This design comes from an exercise in tuning for small area and a short achievable clock period on the open sky130 flow, not from production work. Function was checked by simulation only, so behaviour that the tests miss may differ from the original. Power and IR drop assume default switching activity.

--- design.v ---
`timescale 1ns/1ps
module fifo_ptr_sync #(
    parameter int PTR_W = 1
) (
    input  logic             clk,
    input  logic             rst_n,
    input  logic [PTR_W-1:0] ptr_in,
    output logic [PTR_W-1:0] ptr_out
);
    logic [PTR_W-1:0] meta;
    always_ff @(posedge clk or negedge rst_n) begin
        if (!rst_n) begin
            meta    <= '0;
            ptr_out <= '0;
        end else begin
            meta    <= ptr_in;
            ptr_out <= meta;
        end
    end
endmodule
`timescale 1ns/1ps
module fifo_dual_port_ram #(
    parameter int DATA_W = 32,
    parameter int ADDR_W = 6
) (
    input  logic              clk,
    input  logic              wen,
    input  logic [ADDR_W-1:0] waddr,
    input  logic [DATA_W-1:0] wdata,
    input  logic [(1<<ADDR_W)-1:0] rsel,
    input  logic [(1<<ADDR_W)-1:0] rsel_hi,
    input  logic                   ren,
    output logic [DATA_W-1:0] rdata
);
    localparam int DEPTH = 1 << ADDR_W;
    logic [DEPTH-1:0][DATA_W-1:0] store;
    logic [DEPTH-1:0]             wsel;
    always_comb begin
        for (int i = 0; i < DEPTH; i++) begin
            wsel[i] = wen && (waddr == ADDR_W'(i));
        end
    end
    for (genvar i = 0; i < DEPTH; i++) begin : g_word
        always_ff @(posedge clk) begin
            if (wsel[i]) begin
                store[i] <= wdata;
            end
        end
    end
    always_comb begin
        rdata = '0;
        for (int i = 0; i < DEPTH; i++) begin
            rdata[DATA_W/2-1:0] = rdata[DATA_W/2-1:0]
                                  | (store[i][DATA_W/2-1:0] & {(DATA_W/2){rsel[i] & ren}});
            rdata[DATA_W-1:DATA_W/2] = rdata[DATA_W-1:DATA_W/2]
                                     | (store[i][DATA_W-1:DATA_W/2] & {(DATA_W/2){rsel_hi[i] & ren}});
        end
    end
endmodule
`timescale 1ns/1ps
module fifo_write_ctrl #(
    parameter int ADDR_W = 6
) (
    input  logic              clk,
    input  logic              rst_n,
    input  logic              winc,
    input  logic              rd_acc_d2,
    output logic              wfull,
    output logic              mem_en,
    output logic [ADDR_W-1:0] mem_addr
);
    localparam int CNT_W = ADDR_W + 1;
    localparam int DEPTH = 1 << ADDR_W;
    logic              wr_accept;
    logic [CNT_W-1:0]  cnt;
    logic [ADDR_W-1:0] waddr;
    logic              full_if_hold;
    logic              full_if_inc;
    assign wr_accept = winc & ~wfull;
    assign full_if_hold = (cnt == CNT_W'(DEPTH));
    assign full_if_inc  = (cnt == CNT_W'(DEPTH - 1));
    always_ff @(posedge clk or negedge rst_n) begin
        if (!rst_n) begin
            waddr <= '0;
            cnt   <= '0;
            wfull <= 1'b0;
        end else begin
            waddr <= waddr + ADDR_W'(wr_accept);
            cnt   <= cnt + CNT_W'(wr_accept) - CNT_W'(rd_acc_d2);
            wfull <= wr_accept ? full_if_inc : full_if_hold;
        end
    end
    assign mem_en   = wr_accept;
    assign mem_addr = waddr;
endmodule
`timescale 1ns/1ps
module fifo_read_ctrl #(
    parameter int DATA_W = 32,
    parameter int ADDR_W = 6
) (
    input  logic                   clk,
    input  logic                   rst_n,
    input  logic                   rinc,
    input  logic                   wr_acc_d2,
    output logic [DATA_W-1:0]      rdata,
    output logic                   rempty,
    output logic                   rd_accept,
    output logic [(1<<ADDR_W)-1:0] mem_sel,
    output logic [(1<<ADDR_W)-1:0] mem_sel_hi,
    input  logic [DATA_W-1:0]      mem_data
);
    localparam int CNT_W = ADDR_W + 1;
    logic [CNT_W-1:0] cnt;
    logic             empty_if_hold;
    logic             empty_if_inc;
    logic             nonempty;
    assign rd_accept = rinc & nonempty;
    assign empty_if_hold = (cnt == '0);
    assign empty_if_inc  = (cnt == CNT_W'(1));
    always_ff @(posedge clk or negedge rst_n) begin
        if (!rst_n) begin
            mem_sel <= (1<<ADDR_W)'(1);
        end else if (rd_accept) begin
            mem_sel <= {mem_sel[(1<<ADDR_W)-2:0], mem_sel[(1<<ADDR_W)-1]};
        end
    end
    always_ff @(posedge clk or negedge rst_n) begin
        if (!rst_n) begin
            mem_sel_hi <= (1<<ADDR_W)'(1);
        end else if (rd_accept) begin
            mem_sel_hi <= {mem_sel_hi[(1<<ADDR_W)-2:0], mem_sel_hi[(1<<ADDR_W)-1]};
        end
    end
    always_ff @(posedge clk or negedge rst_n) begin
        if (!rst_n) begin
            cnt      <= '0;
            nonempty <= 1'b0;
        end else begin
            cnt      <= cnt + CNT_W'(wr_acc_d2) - CNT_W'(rd_accept);
            nonempty <= rd_accept ? !empty_if_inc : !empty_if_hold;
        end
    end
    assign rempty = ~nonempty;
    always_ff @(posedge clk or negedge rst_n) begin
        if (!rst_n) begin
            rdata <= '0;
        end else begin
            rdata <= mem_data | (rdata & {DATA_W{~rd_accept}});
        end
    end
endmodule
`timescale 1ns/1ps
module async_fifo #(
    parameter int DATA_W = 32,
    parameter int ADDR_W = 6
) (
    input  logic              clk,
    input  logic              rst_n,
    input  logic              winc,
    input  logic [DATA_W-1:0] wdata,
    output logic              wfull,
    input  logic              rinc,
    output logic [DATA_W-1:0] rdata,
    output logic              rempty
);
    logic                   wr_en;
    logic [ADDR_W-1:0]      wr_addr;
    logic                   wr_en_d2;
    logic                   rd_en;
    logic                   rd_en_d2;
    logic [(1<<ADDR_W)-1:0] rd_sel;
    logic [(1<<ADDR_W)-1:0] rd_sel_hi;
    logic [DATA_W-1:0]      rd_data;
    fifo_write_ctrl #(.ADDR_W(ADDR_W)) u_write_ctrl (
        .clk       (clk),
        .rst_n     (rst_n),
        .winc      (winc),
        .rd_acc_d2 (rd_en_d2),
        .wfull     (wfull),
        .mem_en    (wr_en),
        .mem_addr  (wr_addr)
    );
    fifo_ptr_sync #(.PTR_W(1)) u_wacc_sync (
        .clk     (clk),
        .rst_n   (rst_n),
        .ptr_in  (wr_en),
        .ptr_out (wr_en_d2)
    );
    fifo_ptr_sync #(.PTR_W(1)) u_racc_sync (
        .clk     (clk),
        .rst_n   (rst_n),
        .ptr_in  (rd_en),
        .ptr_out (rd_en_d2)
    );
    fifo_dual_port_ram #(
        .DATA_W (DATA_W),
        .ADDR_W (ADDR_W)
    ) u_ram (
        .clk   (clk),
        .wen   (wr_en),
        .waddr (wr_addr),
        .wdata (wdata),
        .rsel    (rd_sel),
        .rsel_hi (rd_sel_hi),
        .ren   (rd_en),
        .rdata (rd_data)
    );
    fifo_read_ctrl #(
        .DATA_W (DATA_W),
        .ADDR_W (ADDR_W)
    ) u_read_ctrl (
        .clk       (clk),
        .rst_n     (rst_n),
        .rinc      (rinc),
        .wr_acc_d2 (wr_en_d2),
        .rdata     (rdata),
        .rempty    (rempty),
        .rd_accept (rd_en),
        .mem_sel    (rd_sel),
        .mem_sel_hi (rd_sel_hi),
        .mem_data  (rd_data)
    );
endmodule
`timescale 1ns/1ps
module fifo_top (
    input  logic        clk,
    input  logic        rst_n,
    input  logic        winc,
    input  logic [31:0] wdata,
    output logic        wfull,
    input  logic        rinc,
    output logic [31:0] rdata,
    output logic        rempty
);
    async_fifo #(
        .DATA_W (32),
        .ADDR_W (6)
    ) u_fifo (
        .clk    (clk),
        .rst_n  (rst_n),
        .winc   (winc),
        .wdata  (wdata),
        .wfull  (wfull),
        .rinc   (rinc),
        .rdata  (rdata),
        .rempty (rempty)
    );
endmodule
--- flow/run.sh ---
#!/bin/bash
# The standard layout, with the data pins placed in fixed pairs (wdata[b] next to
# rdata[b], eight bits per die edge, kept off the corners) so each bit's storage slice
# sits by its own pins.
# The control pins are left to the pin placer. Every tool's output goes to flow.log here;
# ORFS also keeps its per-step logs under orfs/logs.
set -euo pipefail
cd "$(dirname "${BASH_SOURCE[0]}")/.."
bash standard.sh IO_CONSTRAINTS="$PWD/flow/io.tcl" finish > flow.log 2>&1
--- flow/io.tcl ---
# data pins only: each bit's write and read pins side by side, 8 bits per edge, spread
# over the middle 80% of the edge;
# the control pins are left to the pin placer
set block [ord::get_db_block]
set die [$block getDieArea]
set W [expr {[$die xMax] / 1000.0}]
set H [expr {[$die yMax] / 1000.0}]
set bit 0
for {set e 0} {$e < 4} {incr e} {
  set slots {}
  for {set k 0} {$k < 8} {incr k} { lappend slots "wdata\[$bit\]" "rdata\[$bit\]"; incr bit }
  set n [llength $slots]
  for {set i 0} {$i < $n} {incr i} {
    # pairs spread evenly along the edge, the two pins of a pair 3 um apart
    set pair [expr {$i / 2}]
    set f [expr {0.1 + 0.8 * ($pair + 0.5) / 8.0}]
    set off [expr {($i % 2) * 3.0}]
    set p [lindex $slots $i]
    switch $e {
      0 { place_pin -pin_name $p -layer met2 -location [list [expr {$f * $W + $off}] 0] -pin_size {0.14 0.485} -force_to_die_boundary }
      1 { place_pin -pin_name $p -layer met3 -location [list $W [expr {$f * $H + $off}]] -pin_size {0.8 0.3} -force_to_die_boundary }
      2 { place_pin -pin_name $p -layer met2 -location [list [expr {(1 - $f) * $W - $off}] $H] -pin_size {0.14 0.485} -force_to_die_boundary }
      3 { place_pin -pin_name $p -layer met3 -location [list 0 [expr {(1 - $f) * $H - $off}]] -pin_size {0.8 0.3} -force_to_die_boundary }
    }
  }
}
--- standard.sh ---
#!/bin/bash
# synth_recipe.tcl (not shown) runs the flow's synth.tcl, then flattens the netlist and writes it again
# the make line also repeats each setting of config.mk as NAME=value (left out here)
make -C /OpenROAD-flow-scripts/flow DESIGN_CONFIG=/design/flow/config.mk WORK_HOME=/design/flow/orfs CLKGATE_MAP_FILE= SYNTH_SCRIPT=/design/flow/synth_recipe.tcl "${@:-finish}"
--- config.mk ---
export PLATFORM = sky130hd
export DESIGN_NAME = fifo_top
export DESIGN_NICKNAME = fifo_top
export VERILOG_FILES = /design/flow/design.v
export SDC_FILE = /design/flow/constraint.sdc
export NUM_CORES = 4
export LEC_CHECK = 0
export CAP_MARGIN = 20
export CORE_MARGIN = 2
export CORE_UTILIZATION = 45
export CTS_CLUSTER_DIAMETER = 80
export CTS_CLUSTER_SIZE = 20
export SETUP_SLACK_MARGIN = 2.3
export SLEW_MARGIN = 20
--- constraint.sdc ---
create_clock -name core_clock -period 4.5 [get_ports {clk}]
set_input_delay 0.9000 -clock core_clock [delete_from_list [all_inputs] [get_ports {clk}]]
set_output_delay 0.9000 -clock core_clock [all_outputs]
set_load 0.01 [all_outputs]
==> run notes, run 1 <==
Synth cell types=43; Pleak=29.9 nW; Starting Density=45.4%; Non-Filler Instances=7288; Num CTS Buffers=131; largest family of logic cells by synthesized area=compound AO/OA/AOI/OAI gates; DRC violations left=0; Setup violations, final=0; Seq/Total Area, Yosys=82.5%; Crit Path Class=register to output pin; leading area contributor after synthesis=edfxtp_1; Slew Limit Fails=0; CTS Root Cell=clkbuf_16; syn_area_per_cell=17.8 sq um; CP max stage cell=dfrtp_2; Post-Route Skew=37.9 ps; Hold Crit Class=input port to asynchronous set/reset pin; post-DP HPWL=190000 microns; unrepaired setup endpoints after global routing=yes; CTS Sinks=2234; vias in the first global route=47900; Yosys reg bits=2234; post-synthesis compound-gate area fraction=10.6%; most frequent cell after synthesis=edfxtp_1; VDD IR-drop max=0.000377 V; number of buffers added on ports=69; internal power=0.0300 W; standard-cell rows=154; Global Route Usage Sum=35.5%; Worst-path clk slew=90 ps; CTS tree=built; Power Dens Cells=428 nW/um^2; vias=52200; syn nets=4567; Psw=0.00940 W; fin crit period=2360 ps; H-tree depth=4; maximum root-to-sink buffer count=3; largest net degree at the start of global routing=89; Clk network pwr share=32.2%; synth warn=4; area share of fa/ha/maj cells after synthesis=0.331%; routed len/inst=44.7 microns; Max Cap Viol=0; CP cell instances=buf_6; GRT overflow=0; outcome=finished clean; placed insts=6896; share of layout cells above drive strength 1=19.1%; Worst Path Arrival=1460 ps; Die Wd=426 microns; Worst-Skew Late Latency=830 ps; post-synthesis async set-or-reset flop share=8.33%; cell family with most CP delay=flip-flops; switching portion of total power=23.8%; EDFF count, synth=2048; Slew @ Worst Pin=918 ps; fmax=424 MHz; post-synth top area share=76.7%; number of DRC markers in iteration 0=11200; setup TNS=0 ps; post-synthesis mux area share=0%; die height=426 microns; ANT nets after route=0; Logic pwr share=7.4%; GPL Wtd Cong=0.909; Worst Path Buf+Inv=1; die area=182000 sq um; main flop type after synthesis=edfxtp_1; IO Pins=6; Post-Synth Simple-Gate Area=4.80%; Syn Inst Count=4511; Req. time, crit path=3600 ps; Layout area overhead=14.8%; initial antenna violation count=7; Mapped Area=80200 sq um; max incr delay on CP=480 ps; sequential share of power=60.4%; Synth top cells by count=2048 x edfxtp_1, 645 x a22oi_1, 401 x nand2_1; average via count per standard cell=7.16; Final Hold Viols=0; XOR/XNOR Fraction of Synth Area=0.153%; Max-slew headroom=38.8%; critical path startpoint category=register; # hold bufs at CTS=0; Final period util=52.5%; Setup crit end kind=output pin; DRT Pass-1 Iters=6; hold slack=122 ps; Core Area=177000 sq um; final wirelength=326000 microns; CP max FO=2; first-pass GRT wire length=430000 microns; nets@finish=4891; largest cells by area after synthesis=edfxtp_1 77%, a22oi_1 6.0%, dfrtp_1 5.7%; Filler Cells Inserted=14000
## sequential cells by signal, indices dropped and copies added, names as in the netlist
register                       flops
u_fifo.u_ram.store              2048
u_fifo.u_read_ctrl.mem_sel        64
u_fifo.u_read_ctrl.mem_sel_hi     64
u_fifo.u_read_ctrl.rdata          32
u_fifo.u_read_ctrl.cnt             7
u_fifo.u_write_ctrl.cnt            7
u_fifo.u_write_ctrl.waddr          6
u_fifo.u_racc_sync.meta            1
u_fifo.u_racc_sync.ptr_out         1
u_fifo.u_read_ctrl.nonempty        1
u_fifo.u_wacc_sync.meta            1
u_fifo.u_wacc_sync.ptr_out         1
u_fifo.u_write_ctrl.wfull          1
## routing by layer
metal  wire [microns]  up-vias  global-route usage (%)
met1           111000    26800                    47.9
met5               42        -                       0
li1                 -    19000                       -
met4            22800        6                    20.0
met3            50100     1049                    9.86
met2           142000     5358                    51.9
## power groups by stage
stage / Sequential [W] / Combinational (W) / Clock [W]
after global routing: 0.0239 / 0.00303 / 0.0134
after floorplan: 0.0241 / 0.00133 / 0
after global placement: 0.0243 / 0.00257 / 0
final: 0.0238 / 0.00293 / 0.0127
after CTS: 0.0238 / 0.00280 / 0.0127
after detailed placement: 0.0243 / 0.00260 / 0
## per-stage QoR
| stage | total power, W | cell area [sq um] | worst slack, ps | util (%) |
|---|---|---|---|---|
| after floorplan | 0.0255 | 80900 | 1660 | - |
| after global placement | 0.0268 | 85400 | 820 | 48.3 |
| after detailed placement | 0.0269 | 85400 | 798 | 48.4 |
| after CTS | 0.0393 | 91100 | 1980 | 51.5 |
| after global routing | 0.0403 | 92100 | 2120 | 52.1 |
| final | 0.0394 | 92100 | 2140 | 52.1 |
## layout by cell type, fill, tap and decap left out, types with 5 or more instances in the layout
| cell type | synthesis | final |
|---|---|---|
| buf_6 | 14 | 66 |
| a22o_1 | 165 | 164 |
| a21oi_1 | 54 | 50 |
| o21ai_1 | 9 | 5 |
| nand3_2 | 0 | 9 |
| inv_6 | 0 | 10 |
| nor2_1 | 100 | 30 |
| a22oi_2 | 0 | 15 |
| o32a_1 | 7 | 7 |
| a222oi_1 | 17 | 17 |
| nand2_1 | 401 | 390 |
| dfrtp_1 | 184 | 75 |
| dfrtp_2 | 0 | 61 |
| nand3_1 | 88 | 78 |
| o32ai_1 | 7 | 7 |
| nor4_1 | 15 | 5 |
| inv_1 | 26 | 22 |
| nor2_4 | 0 | 65 |
| nor2b_2 | 0 | 5 |
| nor2_2 | 0 | 5 |
| nand4_1 | 178 | 178 |
| buf_4 | 0 | 320 |
| nand2_2 | 0 | 9 |
| edfxtp_1 | 2048 | 2048 |
| buf_2 | 2 | 27 |
| clkbuf_1 | 257 | 83 |
| nor3_1 | 26 | 20 |
| a221oi_2 | 7 | 28 |
| dfrtp_4 | 0 | 48 |
| a22oi_1 | 645 | 630 |
| buf_8 | 0 | 20 |
| diode_2 | 0 | 6 |
| a221oi_1 | 158 | 133 |
| nor4_2 | 0 | 9 |
| xnor2_1 | 10 | 10 |
| buf_12 | 0 | 50 |
| or4_1 | 13 | 10 |
| clkbuf_16 | 0 | 135 |
| ha_1 | 18 | 15 |
## worst paths after layout
path / start / endpoint / slack (ps) / cells past startpoint
setup reg to reg: u_fifo.u_read_ctrl.nonempty / u_fifo.u_read_ctrl.cnt[6] / 2220 / 13
min in group core_clock: u_fifo.u_racc_sync.meta / u_fifo.u_racc_sync.ptr_out / 350 / 0
hold reg to reg: u_fifo.u_racc_sync.meta / u_fifo.u_racc_sync.ptr_out / 350 / 0
max in group asynchronous: rst_n / u_fifo.u_read_ctrl.mem_sel[12] / 3050 / 2
hold / removal: rst_n / u_fifo.u_write_ctrl.wfull / 120 / 1
setup / recovery: u_fifo.u_read_ctrl.rdata[29] / rdata[29] / 2140 / 1
## layout make-up
cell class | count | area [sq um] | share of cell area [%]
flip-flops and latches | 2234 | 66400 | 72.1
multi-input cells | 1950 | 13900 | 15.1
repair buffers | 491 | 4770 | 5.18
clock buffers | 221 | 3730 | 4.05
well taps | 2340 | 2930 | 3.18
clock inverters | 19 | 200 | 0.217
inverters | 27 | 125 | 0.136
diodes | 6 | 15.0 | 0.0163
## cells by family (layout without fill, tap and decap cells)
family,after synthesis,count (layout)
buffers and inverters,328,758
flip-flops,2234,2234
AND/OR/NAND/NOR,835,836
adder cells (fa/ha/maj),20,20
AO/OA/AOI/OAI,1080,1080
other,0,6
XOR/XNOR,14,14
## what timing repair did
action	CTS	global route
cloned	5	0
setup endpoints to repair	1710	1419
resized for setup	428	105
buffers inserted	81	60
pin swaps	26	23
==> run 2, diff against run 1 <==
--- a/config.mk
+++ b/config.mk
@@ -9,6 +9,6 @@
 export CORE_MARGIN = 2
 export CORE_UTILIZATION = 45
-export CTS_CLUSTER_DIAMETER = 80
-export CTS_CLUSTER_SIZE = 20
+export CTS_CLUSTER_DIAMETER = 100
+export CTS_CLUSTER_SIZE = 25
 export SETUP_SLACK_MARGIN = 2.3
 export SLEW_MARGIN = 20
==> run notes, run 2 <==
worst setup margin=2130 ps; Power Dens Cells=415 nW/um^2; Global Route Usage Sum=35.4%; Synth cell types=43; Syn Inst Count=4511; sequential cell area=66400 sq um; number of DRC markers in iteration 0=11100; Slew Limit Fails=0; GRT overflow=0; IO Pins=6; fmax=423 MHz; Final Power=0.0379 W; Yosys reg bits=2234; Post-Route Skew=45.5 ps; standard-cell rows=154; largest cells by area after synthesis=edfxtp_1 77%, a22oi_1 6.0%, dfrtp_1 5.7%; setup TNS=0 ps; Filler Cells Inserted=14000; unrepaired setup endpoints after global routing=yes; critical path startpoint category=register; Max-slew headroom=36.5%; Worst Path Arrival=1470 ps; commonest non-fill, non-tap cells in the layout=2048 x edfxtp_1, 634 x a22oi_1, 390 x nand2_1; hold slack=89.4 ps; most frequent cell after synthesis=edfxtp_1; Die Wd=426 microns; share of layout cells above drive strength 1=18.7%; vias=52200; DRC violations left=0; syn_area_per_cell=17.8 sq um; Worst Path Buf+Inv=1; multi-input combinational cell area=13900 sq um; ANT nets after route=0; Crit Path Class=register to output pin; syn nets=4567; Top reg by flops=u_fifo.u_ram.store; H-tree depth=3; post-synth top area share=76.7%; GPL Wtd Cong=0.909; max incr delay on CP=500 ps; first-pass GRT wire length=430000 microns; Cell Area, Placed=85400 sq um; EDFF count, synth=2048; fin crit period=2370 ps; Worst-Skew Late Latency=820 ps; post-synthesis async set-or-reset flop share=8.33%; reg-to-reg setup timing slack=2180 ps; Max Cap Viol=0; final instance area=91400 sq um; cell family with most CP delay=flip-flops; outcome=finished clean; Final Hold Viols=0; Req. time, crit path=3600 ps; commonest non-fill, non-tap cell in the layout=edfxtp_1; die height=426 microns; Layout area overhead=14.0%; largest net degree at the start of global routing=89; main flop type after synthesis=edfxtp_1; max reg flops=2048; Setup violations, final=0; Num CTS Buffers=100; synth warn=4; Worst R2R Path Depth=8; Setup crit end kind=output pin; initial antenna violation count=6; CP cell instances=buf_6; dpl ws=798 ps; CP max stage cell=dfrtp_2; FF-to-FF Start=u_fifo.u_read_ctrl.nonempty; DRT Pass-1 Iters=7; reg-to-reg endpoint=u_fifo.u_read_ctrl.rdata[27]; Core Area=177000 sq um; number of buffers added on ports=69; VDD IR-drop max=0.000377 V; Pleak=29.6 nW; die area=182000 sq um; nets@finish=4880; CTS Root Cell=clkbuf_16; Synth top cells by count=2048 x edfxtp_1, 645 x a22oi_1, 401 x nand2_1; CP max FO=2; CTS Sinks=2234; final wirelength=328000 microns; Seq/Total Area, Yosys=82.5%; Hold Crit Class=input port to asynchronous set/reset pin; Mapped Area=80200 sq um; Final period util=52.6%; vias in the first global route=47700; leading area contributor after synthesis=edfxtp_1; Slew @ Worst Pin=952 ps; average via count per standard cell=7.19; # hold bufs at CTS=0; post-DP HPWL=190000 microns; maximum root-to-sink buffer count=3; Worst-path clk slew=110 ps; largest registers=u_fifo.u_ram.store x2048, u_fifo.u_read_ctrl.mem_sel x64, u_fifo.u_read_ctrl.mem_sel_hi x64; Starting Density=45.4%; routed len/inst=45.1 microns; CTS tree=built
[run 2: layout make-up]
cell class | count | area share (%)
sequential | 2234 | 72.7
multi-input combinational | 1951 | 15.2
timing repair buffer | 510 | 5.50
tap | 2340 | 3.20
clock buffer | 184 | 3.20
inverter | 27 | 0.137
clock inverter | 6 | 0.101
antenna | 6 | 0.0164
[run 2: what timing repair did]
| action | in CTS | in global routing |
|---|---|---|
| buffers inserted | 95 | 59 |
| pin swaps | 25 | 19 |
| setup endpoints to repair | 1780 | 1260 |
| resized for setup | 445 | 95 |
| gates cloned | 9 | 3 |
[run 2: layer usage]
layer	part of all wire, %	up-vias	global-route usage, %
met5	0.035	-	0
li1	-	18900	-
met1	34	26900	47.6
met2	43	5317	51.8
met4	7.3	2	20.5
met3	16	1060	10.1
[run 2: worst max path at each step]
stage | startpoint | to | slack, ps | depth (start not counted)
after global placement | winc | u_fifo.u_ram.store[454] | 820 | 6
final | u_fifo.u_read_ctrl.rdata[29] | rdata[29] | 2130 | 1
after floorplan | rinc | u_fifo.u_read_ctrl.cnt[6] | 1660 | 15
after CTS | u_fifo.u_read_ctrl.nonempty | rempty | 2110 | 2
after global routing | u_fifo.u_read_ctrl.nonempty | rempty | 2120 | 2
after detailed placement | winc | u_fifo.u_ram.store[454] | 800 | 6
[run 2: per-stage QoR]
stage / std cells / utilization [%]
5_1_grt: 7254 / 51.7
3_3_place_gp: 6895 / 48.3
3_5_place_dp: 6896 / 48.4
6_report: 7258 / 51.7
4_1_cts: 7190 / 51.2
2_1_floorplan: 4511 / -
[run 2: worst reg2reg max path, cell delays in order (launching register included)]
cell     delay (ps)
dfrtp_2         430
buf_12          120
nand2_8          80
buf_4           180
buf_6           180
a21oi_1         140
nand4_1         270
or4_1           490
o32a_1          300
[run 2: report_power, final]
group / total, W / switching (W) / internal [W]
registers: 0.0238 / 0.000383 / 0.0235
clock network: 0.0110 / 0.00657 / 0.00447
logic: 0.00303 / 0.00220 / 0.000830
total: 0.0379 / 0.00915 / 0.0288
[run 2: cell families (layout without fill, tap and decap cells)]
kind of cell / after synthesis / after routing / synth area share [%]
simple gates: 835 / 837 / 4.80
other cells: 0 / 6 / 0
flops: 2234 / 2234 / 82.5
xor+xnor: 14 / 14 / 0.153
buf+inv: 328 / 727 / 1.67
compound gates: 1080 / 1080 / 10.6
fa+ha+maj: 20 / 20 / 0.331
==> run 3, diff against run 2 <==
--- a/design.v
+++ b/design.v
@@ -29,5 +29,4 @@
     input  logic [DATA_W-1:0] wdata,
     input  logic [(1<<ADDR_W)-1:0] rsel,
-    input  logic [(1<<ADDR_W)-1:0] rsel_hi,
     input  logic                   ren,
     output logic [DATA_W-1:0] rdata
@@ -51,8 +50,5 @@
         rdata = '0;
         for (int i = 0; i < DEPTH; i++) begin
-            rdata[DATA_W/2-1:0] = rdata[DATA_W/2-1:0]
-                                  | (store[i][DATA_W/2-1:0] & {(DATA_W/2){rsel[i] & ren}});
-            rdata[DATA_W-1:DATA_W/2] = rdata[DATA_W-1:DATA_W/2]
-                                     | (store[i][DATA_W-1:DATA_W/2] & {(DATA_W/2){rsel_hi[i] & ren}});
+            rdata = rdata | (store[i] & {DATA_W{rsel[i] & ren}});
         end
     end
@@ -107,5 +103,4 @@
     output logic                   rd_accept,
     output logic [(1<<ADDR_W)-1:0] mem_sel,
-    output logic [(1<<ADDR_W)-1:0] mem_sel_hi,
     input  logic [DATA_W-1:0]      mem_data
 );
@@ -127,11 +122,4 @@
     always_ff @(posedge clk or negedge rst_n) begin
         if (!rst_n) begin
-            mem_sel_hi <= (1<<ADDR_W)'(1);
-        end else if (rd_accept) begin
-            mem_sel_hi <= {mem_sel_hi[(1<<ADDR_W)-2:0], mem_sel_hi[(1<<ADDR_W)-1]};
-        end
-    end
-    always_ff @(posedge clk or negedge rst_n) begin
-        if (!rst_n) begin
             cnt      <= '0;
             nonempty <= 1'b0;
@@ -170,5 +158,4 @@
     logic                   rd_en_d2;
     logic [(1<<ADDR_W)-1:0] rd_sel;
-    logic [(1<<ADDR_W)-1:0] rd_sel_hi;
     logic [DATA_W-1:0]      rd_data;
     fifo_write_ctrl #(.ADDR_W(ADDR_W)) u_write_ctrl (
@@ -201,6 +188,5 @@
         .waddr (wr_addr),
         .wdata (wdata),
-        .rsel    (rd_sel),
-        .rsel_hi (rd_sel_hi),
+        .rsel  (rd_sel),
         .ren   (rd_en),
         .rdata (rd_data)
@@ -217,6 +203,5 @@
         .rempty    (rempty),
         .rd_accept (rd_en),
-        .mem_sel    (rd_sel),
-        .mem_sel_hi (rd_sel_hi),
+        .mem_sel   (rd_sel),
         .mem_data  (rd_data)
     );
==> flow/run.sh (replaced) <==
#!/bin/bash
# The standard layout, with the data pins placed in fixed pairs (wdata[b] next to
# rdata[b], sixteen bits on the bottom and sixteen on the top edge) so each bit's
# storage slice sits by its own pins.
# The control pins are left to the pin placer. Every tool's output goes to flow.log here;
# ORFS also keeps its per-step logs under orfs/logs.
set -euo pipefail
cd "$(dirname "${BASH_SOURCE[0]}")/.."
bash standard.sh IO_CONSTRAINTS="$PWD/flow/io.tcl" finish > flow.log 2>&1
==> flow/io.tcl (replaced) <==
# data pins only, on the bottom and top edges: each bit's write and read pins side by side,
# sixteen bits per edge; the control pins are left to the pin placer
set block [ord::get_db_block]
set die [$block getDieArea]
set W [expr {[$die xMax] / 1000.0}]
set H [expr {[$die yMax] / 1000.0}]
set bit 0
for {set e 0} {$e < 2} {incr e} {
  for {set k 0} {$k < 16} {incr k} {
    set f [expr {0.03 + 0.94 * ($k + 0.5) / 16.0}]
    foreach {p off} [list "wdata\[$bit\]" 0.0 "rdata\[$bit\]" 3.0] {
      if {$e == 0} {
        place_pin -pin_name $p -layer met2 -location [list [expr {$f * $W + $off}] 0] -pin_size {0.14 0.485} -force_to_die_boundary
      } else {
        place_pin -pin_name $p -layer met2 -location [list [expr {(1 - $f) * $W - $off}] $H] -pin_size {0.14 0.485} -force_to_die_boundary
      }
    }
    incr bit
  }
}
--- a/config.mk
+++ b/config.mk
@@ -7,4 +7,5 @@
 export LEC_CHECK = 0
 export CAP_MARGIN = 20
+export CORE_ASPECT_RATIO = 0.7
 export CORE_MARGIN = 2
 export CORE_UTILIZATION = 45
==> run notes, run 3 <==
outcome=finished clean; H-tree depth=3; Setup violations, final=0; Filler Cells Inserted=13300; Worst Path Buf+Inv=1; Seq/Total Area, Yosys=83.2%; largest registers=u_fifo.u_ram.store x2048, u_fifo.u_read_ctrl.mem_sel x64, u_fifo.u_read_ctrl.rdata x32; Slew @ Worst Pin=1130 ps; post-DP HPWL=184000 microns; Final Hold Viols=0; Hold Crit Class=input port to asynchronous set/reset pin; maximum root-to-sink buffer count=3; most frequent cell after synthesis=edfxtp_1; syn nets=4263; DRT Pass-1 Iters=6; commonest non-fill, non-tap cell in the layout=edfxtp_1; syn_area_per_cell=18.4 sq um; Num CTS Buffers=96; Mapped Area=77600 sq um; Max-slew headroom=24.6%; dpl ws=780 ps; setup TNS=0 ps; Synth top cells by count=2048 x edfxtp_1, 573 x a22oi_1, 250 x clkbuf_1; nets@finish=4695; VDD IR-drop max=0.000351 V; Die Wd=500 microns; Crit. path cell count=6; GRT overflow=0; Worst R2R Path Depth=6; vias in the first global route=46300; max reg flops=2048; Top reg by flops=u_fifo.u_ram.store; Req. time, crit path=5130 ps; CP max stage cell=dfrtp_4; number of DRC markers in iteration 0=12700; first-pass GRT wire length=440000 microns; reg-to-reg setup timing slack=2010 ps; average via count per standard cell=7.44; Crit Path Class=register to register; fin crit period=2490 ps; IO Pins=6; cell family with most CP delay=simple AND/OR/NAND/NOR gates; Final Power=0.0368 W; number of buffers added on ports=69; DRC violations left=0; Starting Density=45.3%; final wirelength=344000 microns; CTS Root Cell=clkbuf_16; ANT nets after route=0; worst setup margin=2010 ps; CP max FO=19; Syn Inst Count=4207; routed len/inst=49.3 microns; vias=52000; CTS tree=built; critical path startpoint category=register; post-synth top area share=79.3%; share of layout cells above drive strength 1=22.4%; Synth cell types=43; # hold bufs at CTS=0; GPL Wtd Cong=0.906; Power Dens Cells=404 nW/um^2; die height=351 microns; main flop type after synthesis=edfxtp_1; final instance area=91100 sq um; leading area contributor after synthesis=edfxtp_1; largest cells by area after synthesis=edfxtp_1 79%, a22oi_1 5.5%, dfrtp_1 3.9%; CP cell instances=buf_4 -> a22o_1 -> a221oi_1 -> nand4_1 -> nor4_4 -> nor2_1; Yosys reg bits=2170; initial antenna violation count=28; Worst-path clk slew=100 ps; Post-Route Skew=39.9 ps; Final period util=55.3%; hold slack=187 ps; Max Cap Viol=0; fmax=402 MHz; max incr delay on CP=560 ps; Layout area overhead=17.4%; standard-cell rows=127; post-synthesis async set-or-reset flop share=5.62%; Slew Limit Fails=0; commonest non-fill, non-tap cells in the layout=2048 x edfxtp_1, 558 x a22oi_1, 329 x buf_4; die area=176000 sq um; EDFF count, synth=2048; Setup crit end kind=register; Global Route Usage Sum=38.1%; CTS Sinks=2170; largest net degree at the start of global routing=65; Worst Path Arrival=3120 ps; Pleak=29.1 nW; Worst-Skew Late Latency=780 ps; Cell Area, Placed=82900 sq um; unrepaired setup endpoints after global routing=yes; synth warn=4; Core Area=171000 sq um
## run 3: cell types whose count changed in the layout (fill, tap and decap cells not counted), moves of 26 or more
cell	change
buf_6	+38
a22o_1	+26
buf_12	+55
nand2_1	-197
dfrtp_2	-55
a221oi_1	-31
a221oi_2	+50
a22oi_1	-76
## run 3: logic make-up (layout without fill, tap and decap cells)
family                   after synthesis  in the layout  share of synthesized area, %
flip-flops                          2170           2170                          83.2
XOR/XNOR                              17             17                         0.192
AO/OA/AOI/OAI                       1069           1069                          10.9
buffers and inverters                308            822                          1.51
AND/OR/NAND/NOR                      623            624                          3.88
adder cells (fa/ha/maj)               20             20                         0.342
other                                  0             14                             0
## run 3: final timing paths
check	start	end
worst max-delay path	u_fifo.u_read_ctrl.mem_sel[57]	u_fifo.u_read_ctrl.rdata[15]
worst min-delay path	rst_n	u_fifo.u_read_ctrl.rdata[2]
worst max register to register	u_fifo.u_read_ctrl.mem_sel[57]	u_fifo.u_read_ctrl.rdata[15]
worst min register to register	u_fifo.u_racc_sync.meta	u_fifo.u_racc_sync.ptr_out
max in group asynchronous	rst_n	u_fifo.u_read_ctrl.mem_sel[8]
min in group core_clock	u_fifo.u_racc_sync.meta	u_fifo.u_racc_sync.ptr_out
## run 3: power breakdown
group	leakage, nW	internal (W)	switching [W]
combinational	7.90	0.000809	0.00221
sequential	19.9	0.0229	0.000363
clock	1.33	0.00422	0.00628
total	29.1	0.0279	0.00885
## run 3: metal layers
layer / part of all wire (%) / GRT usage [%]
met4: 6.6 / 19.7
met3: 20 / 16.8
met2: 40 / 52.9
met5: 0.087 / 0
met1: 33 / 50.6
## run 3: cell type report
type / count / area [sq um] / area share (%)
multi-input cells: 1730 / 13800 / 15.2
flip-flops and latches: 2170 / 64800 / 71.2
inverters: 26 / 110 / 0.121
repair buffers: 615 / 6690 / 7.35
clock buffers: 177 / 2770 / 3.04
well taps: 2257 / 2820 / 3.10
clock inverters: 4 / 33.8 / 0.0371
diodes: 14 / 35.0 / 0.0385
## run 3: metrics by stage
stage	cells	util [%]
2_1_floorplan	4207	-
3_3_place_gp	6499	48.4
3_5_place_dp	6499	48.4
4_1_cts	6906	52.3
5_1_grt	6982	53.1
6_report	6993	53.2
## run 3: repair_timing
item / 4_1_cts / 5_1_grt
pin swaps: 99 / 93
resized for setup: 510 / 130
setup endpoints to repair: 1868 / 759
buffers inserted: 214 / 67
endpoints found under the hold margin: 0 / 0
gates cloned: 12 / 6
## run 3: worst reg2reg max path, cell delays in order, from the launching register on
cell and delay [ps]:
dfrtp_4 560, buf_4 280, a22o_1 270, a221oi_1 410, nand4_1 250, nor4_4 500
nor2_1 90
==> run 4, diff against run 3 <==
--- a/config.mk
+++ b/config.mk
@@ -7,5 +7,4 @@
 export LEC_CHECK = 0
 export CAP_MARGIN = 20
-export CORE_ASPECT_RATIO = 0.7
 export CORE_MARGIN = 2
 export CORE_UTILIZATION = 45
==> run notes, run 4 <==
outcome=finished clean; Starting Density=45.3%; Req. time, crit path=5150 ps; GRT overflow=0; most numerous cell on the critical path=nand4_1; Post-Synth Simple-Gate Area=3.88%; CTS Sinks=2170; post-synth top area share=79.3%; Power Dens Cells=405 nW/um^2; ANT nets after route=0; IO Pins=6; syn nets=4263; placed insts=6569; max incr delay on CP=520 ps; Layout area overhead=17.7%; GPL Wtd Cong=0.918; Cell Area, Placed=83000 sq um; post-synthesis mux area share=0%; CP max stage cell=dfrtp_4; Filler Cells Inserted=13300; Setup crit end kind=register; worst setup margin=2090 ps; commonest non-fill, non-tap cell in the layout=edfxtp_1; CP cell instances=buf_12 -> a22oi_2 -> nand4_1 -> nor2_2 -> nand4_1 -> nor4_4 -> nor2_1; post-synthesis async set-or-reset flop share=5.62%; Core Area=171000 sq um; maximum root-to-sink buffer count=3; Mapped Area=77600 sq um; internal power=0.0281 W; CTS Root Cell=clkbuf_16; Non-Filler Instances=7063; Pleak=29.2 nW; final wirelength=347000 microns; Top reg by flops=u_fifo.u_ram.store; unrepaired setup endpoints after global routing=yes; post-synthesis compound-gate area fraction=10.9%; main flop type after synthesis=edfxtp_1; die area=176000 sq um; EDFF count, synth=2048; Logic pwr share=8.1%; Max-slew headroom=27.7%; largest family of logic cells by synthesized area=compound AO/OA/AOI/OAI gates; # hold bufs at CTS=0; Synth cell types=43; standard-cell rows=152; Final Hold Viols=0; VDD IR-drop max=0.000305 V; commonest non-fill, non-tap cells in the layout=2048 x edfxtp_1, 556 x a22oi_1, 332 x buf_4; Crit Path Class=register to register; Psw=0.00890 W; Syn Inst Count=4207; Slew Limit Fails=0; final instance area=91300 sq um; Post-Route Skew=50.4 ps; syn_area_per_cell=18.4 sq um; synth warn=4; dpl ws=833 ps; switching portion of total power=24.1%; vias=52500; setup TNS=0 ps; routed len/inst=49.2 microns; initial antenna violation count=18; H-tree depth=3; hold slack=116 ps; max reg flops=2048; number of buffers added on ports=69; average via count per standard cell=7.43; largest net degree at the start of global routing=68; die height=419 microns; Worst Path Arrival=3060 ps; Max Cap Viol=0; area share of fa/ha/maj cells after synthesis=0.342%; Setup violations, final=0; CP max FO=6; vias in the first global route=46800; Final period util=53.6%; XOR/XNOR Fraction of Synth Area=0.192%; Num CTS Buffers=97; nets@finish=4705; Slew @ Worst Pin=1080 ps; share of layout cells above drive strength 1=22.4%; CTS tree=built; first-pass GRT wire length=443000 microns; sequential share of power=62.9%; DRT Pass-1 Iters=9; Seq/Total Area, Yosys=83.2%; Worst Path Buf+Inv=1; Hold Crit Class=input port to asynchronous set/reset pin; post-DP HPWL=191000 microns; Die Wd=419 microns; Worst-Skew Late Latency=810 ps; fmax=414 MHz; Synth top cells by count=2048 x edfxtp_1, 573 x a22oi_1, 250 x clkbuf_1; number of DRC markers in iteration 0=12100; cell family with most CP delay=simple AND/OR/NAND/NOR gates; Global Route Usage Sum=38.6%; fin crit period=2410 ps; critical path startpoint category=register; DRC violations left=0; most frequent cell after synthesis=edfxtp_1; Worst-path clk slew=110 ps; leading area contributor after synthesis=edfxtp_1; largest cells by area after synthesis=edfxtp_1 79%, a22oi_1 5.5%, dfrtp_1 3.9%; largest registers=u_fifo.u_ram.store x2048, u_fifo.u_read_ctrl.mem_sel x64, u_fifo.u_read_ctrl.rdata x32; Yosys reg bits=2170; Clk network pwr share=28.9%
run 4: cell counts after synthesis:
No cell type changed its count.
run 4: timing repair:
item	in CTS	in global routing
pin swaps	86	76
resized for setup	472	168
cloned	4	9
setup endpoints to repair	1863	1205
setup buffers	207	70
run 4: kinds of logic (layout without fill, tap and decap cells):
group,after synthesis,in the layout
buf+inv,308,835
other cells,0,19
simple gates,623,623
fa+ha+maj,20,20
flops,2170,2170
xor+xnor,17,17
compound gates,1069,1069
run 4: path summary, 6_finish.rpt:
path / start / endpoint / slack (ps) / depth (start not counted)
worst max-delay path: u_fifo.u_read_ctrl.mem_sel[10] / u_fifo.u_read_ctrl.rdata[5] / 2090 / 7
worst min-delay path: rst_n / u_fifo.u_wacc_sync.ptr_out / 120 / 1
worst max register to register: u_fifo.u_read_ctrl.mem_sel[10] / u_fifo.u_read_ctrl.rdata[5] / 2090 / 7
worst min register to register: u_fifo.u_racc_sync.meta / u_fifo.u_racc_sync.ptr_out / 360 / 0
max in group asynchronous: rst_n / u_fifo.u_write_ctrl.waddr[0] / 3200 / 3
min in group core_clock: u_fifo.u_racc_sync.meta / u_fifo.u_racc_sync.ptr_out / 360 / 0
run 4: routing by layer:
metal / routed length, microns / part of all wire, % / global-route usage, %
met5: 319 / 0.092 / 0.111
met1: 111000 / 32 / 49.4
met2: 147000 / 42 / 54.9
met3: 60700 / 17 / 14.3
met4: 28200 / 8.1 / 25.6
run 4: power by group through the flow:
stage	registers (W)	clock network, W	logic [W]
after floorplan	0.0236	0	0.00127
after detailed placement	0.0237	0	0.00261
after CTS	0.0232	0.0106	0.00282
final	0.0233	0.0107	0.00301
after global placement	0.0237	0	0.00255
after global routing	0.0233	0.0112	0.00306
run 4: final cells by class:
cell class / count / area, sq um / area share (%)
antenna: 19 / 47.5 / 0.0521
multi-input combinational: 1729 / 13700 / 15.0
timing repair buffer: 625 / 6850 / 7.50
tap: 2310 / 2890 / 3.17
sequential: 2170 / 64800 / 71.0
clock inverter: 10 / 159 / 0.174
inverter: 26 / 108 / 0.118
clock buffer: 174 / 2750 / 3.01
run 4: worst register-to-register path: cells and delay by family (launching register included):
family / cells / cell delay, ps
compound gates: 1 / 270
buf+inv: 1 / 170
flops: 1 / 520
simple gates: 5 / 1310
run 4: stage by stage:
step	utilization (%)	total power [W]
global route	53.3	0.0375
CTS	52.2	0.0366
floorplan	-	0.0248
detailed placement	48.5	0.0263
global placement	48.4	0.0262
finish	53.3	0.0370
==> run 5, diff against run 4 <==
--- a/design.v
+++ b/design.v
@@ -69,20 +69,23 @@
     localparam int DEPTH = 1 << ADDR_W;
     logic              wr_accept;
+    logic              wfull_int;
     logic [CNT_W-1:0]  cnt;
     logic [ADDR_W-1:0] waddr;
     logic              full_if_hold;
     logic              full_if_inc;
-    assign wr_accept = winc & ~wfull;
+    assign wr_accept = winc & ~wfull_int;
     assign full_if_hold = (cnt == CNT_W'(DEPTH));
     assign full_if_inc  = (cnt == CNT_W'(DEPTH - 1));
     always_ff @(posedge clk or negedge rst_n) begin
         if (!rst_n) begin
-            waddr <= '0;
-            cnt   <= '0;
-            wfull <= 1'b0;
-        end else begin
-            waddr <= waddr + ADDR_W'(wr_accept);
-            cnt   <= cnt + CNT_W'(wr_accept) - CNT_W'(rd_acc_d2);
-            wfull <= wr_accept ? full_if_inc : full_if_hold;
+            waddr     <= '0;
+            cnt       <= '0;
+            wfull_int <= 1'b0;
+            wfull     <= 1'b0;
+        end else begin
+            waddr     <= waddr + ADDR_W'(wr_accept);
+            cnt       <= cnt + CNT_W'(wr_accept) - CNT_W'(rd_acc_d2);
+            wfull_int <= wr_accept ? full_if_inc : full_if_hold;
+            wfull     <= (winc & ~wfull) ? full_if_inc : full_if_hold;
         end
     end
@@ -110,4 +113,5 @@
     logic             empty_if_inc;
     logic             nonempty;
+    logic             nonempty_port;
     assign rd_accept = rinc & nonempty;
     assign empty_if_hold = (cnt == '0);
@@ -122,12 +126,14 @@
     always_ff @(posedge clk or negedge rst_n) begin
         if (!rst_n) begin
-            cnt      <= '0;
-            nonempty <= 1'b0;
-        end else begin
-            cnt      <= cnt + CNT_W'(wr_acc_d2) - CNT_W'(rd_accept);
-            nonempty <= rd_accept ? !empty_if_inc : !empty_if_hold;
-        end
-    end
-    assign rempty = ~nonempty;
+            cnt           <= '0;
+            nonempty      <= 1'b0;
+            nonempty_port <= 1'b0;
+        end else begin
+            cnt           <= cnt + CNT_W'(wr_acc_d2) - CNT_W'(rd_accept);
+            nonempty      <= rd_accept ? !empty_if_inc : !empty_if_hold;
+            nonempty_port <= (rinc & nonempty_port) ? !empty_if_inc : !empty_if_hold;
+        end
+    end
+    assign rempty = ~nonempty_port;
     always_ff @(posedge clk or negedge rst_n) begin
         if (!rst_n) begin
==> flow/run.sh (replaced) <==
#!/bin/bash
# The standard layout, with the data pins placed in fixed pairs (wdata[b] next to
# rdata[b], eight bits per die edge) so each bit's storage slice sits by its own pins.
# The control pins are left to the pin placer. Every tool's output goes to flow.log here;
# ORFS also keeps its per-step logs under orfs/logs.
set -euo pipefail
cd "$(dirname "${BASH_SOURCE[0]}")/.."
bash standard.sh IO_CONSTRAINTS="$PWD/flow/io.tcl" finish > flow.log 2>&1
==> flow/io.tcl (replaced) <==
# data pins only: each bit's write and read pins side by side, 8 bits per edge;
# the control pins are left to the pin placer
set block [ord::get_db_block]
set die [$block getDieArea]
set W [expr {[$die xMax] / 1000.0}]
set H [expr {[$die yMax] / 1000.0}]
set bit 0
for {set e 0} {$e < 4} {incr e} {
  set slots {}
  for {set k 0} {$k < 8} {incr k} { lappend slots "wdata\[$bit\]" "rdata\[$bit\]"; incr bit }
  set n [llength $slots]
  for {set i 0} {$i < $n} {incr i} {
    # pairs spread evenly along the edge, the two pins of a pair 3 um apart
    set pair [expr {$i / 2}]
    set f [expr {($pair + 0.5) / 8.0}]
    set off [expr {($i % 2) * 3.0}]
    set p [lindex $slots $i]
    switch $e {
      0 { place_pin -pin_name $p -layer met2 -location [list [expr {$f * $W + $off}] 0] -pin_size {0.14 0.485} -force_to_die_boundary }
      1 { place_pin -pin_name $p -layer met3 -location [list $W [expr {$f * $H + $off}]] -pin_size {0.8 0.3} -force_to_die_boundary }
      2 { place_pin -pin_name $p -layer met2 -location [list [expr {(1 - $f) * $W - $off}] $H] -pin_size {0.14 0.485} -force_to_die_boundary }
      3 { place_pin -pin_name $p -layer met3 -location [list 0 [expr {(1 - $f) * $H - $off}]] -pin_size {0.8 0.3} -force_to_die_boundary }
    }
  }
}
==> run notes, run 5 <==
outcome=finished clean; EDFF count, synth=2048; syn nets=4277; Cell Area, Placed=83300 sq um; Setup violations, final=0; Crit Path Class=register to register; Power Dens Cells=403 nW/um^2; metal2 WL=143000 microns; die area=176000 sq um; vias in the first global route=46900; area share of fa/ha/maj cells after synthesis=0.405%; CTS Root Cell=clkbuf_16; max reg flops=2048; hold slack=196 ps; DR WL met3=56700 microns; Final period util=57.5%; commonest non-fill, non-tap cell in the layout=edfxtp_1; share of layout cells above drive strength 1=22.0%; Max Cap Viol=0; largest family of logic cells by synthesized area=compound AO/OA/AOI/OAI gates; fmax=386 MHz; syn_area_per_cell=18.4 sq um; Slew Limit Fails=0; average via count per standard cell=7.36; Starting Density=45.3%; ANT nets after route=0; # hold bufs at CTS=0; setup TNS=0 ps; Worst Path Arrival=3270 ps; Setup crit end kind=register; Req. time, crit path=5180 ps; Top reg by flops=u_fifo.u_ram.store; main flop type after synthesis=edfxtp_1; number of DRC markers in iteration 0=11900; IO Pins=6; Post-Route Skew=51.6 ps; Slew @ Worst Pin=1110 ps; DRT Pass-1 Iters=12; post-synthesis mux area share=0.0257%; first-pass GRT wire length=438000 microns; H-tree depth=3; post-DP HPWL=179000 microns; unrepaired setup endpoints after global routing=yes; VDD IR-drop max=0.000285 V; routed len/inst=48.4 microns; Post-Synth Simple-Gate Area=3.84%; placed insts=6553; standard-cell rows=152; Pleak=29.0 nW; die height=420 microns; Seq/Total Area, Yosys=83.1%; CTS tree=built; final instance area=91000 sq um; Layout area overhead=17.1%; Num CTS Buffers=97; largest registers=u_fifo.u_ram.store x2048, u_fifo.u_read_ctrl.mem_sel x64, u_fifo.u_read_ctrl.rdata x32; vias=51600; most frequent cell after synthesis=edfxtp_1; final wirelength=339000 microns; nets@finish=4677; CP max FO=3; largest net degree at the start of global routing=97; critical path startpoint category=register; Worst-path clk slew=110 ps; Filler Cells Inserted=13400; Core Area=172000 sq um; maximum root-to-sink buffer count=3; leading area contributor after synthesis=edfxtp_1; Worst-Skew Late Latency=820 ps; Metal-1 WL=111000 microns; Synth top cells by count=2048 x edfxtp_1, 558 x a22oi_1, 215 x clkbuf_1; sequential cell area=64800 sq um; synth warn=4; fin crit period=2590 ps; Global Route Usage Sum=37.9%; post-synth top area share=79.1%; number of buffers added on ports=69; post-synthesis compound-gate area fraction=10.9%; commonest non-fill, non-tap cells in the layout=2048 x edfxtp_1, 546 x a22oi_1, 313 x buf_4; GPL Wtd Cong=0.881; Final Hold Viols=0; initial antenna violation count=11; XOR/XNOR Fraction of Synth Area=0.203%; Mapped Area=77800 sq um; multi-input combinational cell area=13800 sq um; GRT overflow=0; Yosys reg bits=2172; DR top layer=met5; DRC violations left=0; CTS Sinks=2172; Die Wd=420 microns; Non-Filler Instances=7011; post-synthesis async set-or-reset flop share=5.71%; final core occ=53.0%; Syn Inst Count=4217; Max-slew headroom=26.0%; largest cells by area after synthesis=edfxtp_1 79%, a22oi_1 5.4%, dfrtp_1 4.0%; Hold Crit Class=input port to asynchronous set/reset pin; Synth cell types=43
[run 5: worst max-delay path, cell delays in order (launching register included)]
cell and delay, ps:
dfrtp_4 540, buf_12 160, a22oi_2 300, nand4_1 330
or4_4 510, or4_1 420, a22o_1 190
[run 5: final timing paths]
path,start,to,slack (ps),cells past startpoint
max in group asynchronous,rst_n,u_fifo.u_read_ctrl.mem_sel[7],3230,2
worst min register to register,u_fifo.u_racc_sync.meta,u_fifo.u_racc_sync.ptr_out,360,0
worst max register to register,u_fifo.u_read_ctrl.mem_sel[36],u_fifo.u_read_ctrl.rdata[12],1910,6
worst max-delay path,u_fifo.u_read_ctrl.mem_sel[36],u_fifo.u_read_ctrl.rdata[12],1910,6
min in group core_clock,u_fifo.u_racc_sync.meta,u_fifo.u_racc_sync.ptr_out,360,0
worst min-delay path,rst_n,u_fifo.u_wacc_sync.ptr_out,200,1
[run 5: power breakdown]
part | switching (W) | total [W] | internal [W]
Sequential | 0.000370 | 0.0233 | 0.0229
Clock | 0.00633 | 0.0105 | 0.00418
Combinational | 0.00210 | 0.00292 | 0.000818
[run 5: logic make-up after synthesis]
logic type,Yosys count
xor+xnor,18
compound gates,1071
mux,2
fa+ha+maj,24
simple gates,619
buf+inv,311
flops,2172
[run 5: layout make-up]
cell class                      instances  area share [%]
Sequential cell                      2172            71.2
Multi-Input combinational cell       1735            15.1
Timing Repair Buffer                  584            7.24
Tap cell                             2310            3.18
Clock buffer                          165            2.97
Inverter                               27           0.125
Clock inverter                          8           0.113
Antenna cell                           10          0.0275
[run 5: metrics by stage]
stage,setup slack [ps],total power [W]
after floorplan,1830,0.0248
after global placement,823,0.0262
after detailed placement,853,0.0262
after CTS,1950,0.0364
after global routing,1870,0.0374
final,1910,0.0367
[run 5: repair_timing]
action                     in CTS  in global routing
buffers inserted              223                 40
cloned                          7                  2
setup endpoints to repair    1907                639
resized for setup             498                145
pin swaps                      94                 99
[run 5: routing by layer]
| layer | global-route usage, % | up-vias |
|---|---|---|
| met5 | 0 | - |
| met4 | 24.5 | 12 |
| met3 | 13.0 | 1307 |
| met2 | 54.4 | 5655 |
| met1 | 49.3 | 26400 |
| li1 | - | 18300 |

re-timing with driven ports:
The results above use ideal ports. As a check the final layouts listed here were re-extracted and re-timed, cells and wires unchanged.
Step 1, drivers: a clkbuf_16 drives clk and a buf_2 each remaining input, both assumed.
Step 2 times the ports against the registers' clock, not the clock port: input delays grow and output delays shrink by t, the midpoint of the rising clock arrivals with the driver on.
Three values: no drivers, after step 1, after step 2; two values: the first two.
run	t, ns	setup slack, ns	slew at the worst register clock pin (ns)
run 1	0.905	2.140 / 2.049 / 1.387	0.09 / 0.09
run 2	0.883	2.134 / 2.048 / 1.353	0.11 / 0.11
run 3	0.846	2.014 / 2.014 / 1.549	0.11 / 0.11
run 4	0.868	2.087 / 2.064 / 1.488	0.11 / 0.11
run 5	0.887	1.912 / 1.912 / 1.445	0.12 / 0.12
After both steps every run listed still meets setup and hold. For run 2, which loses most, drivers alone change the setup slack by -0.086 ns; drivers and shift together by -0.781 ns.
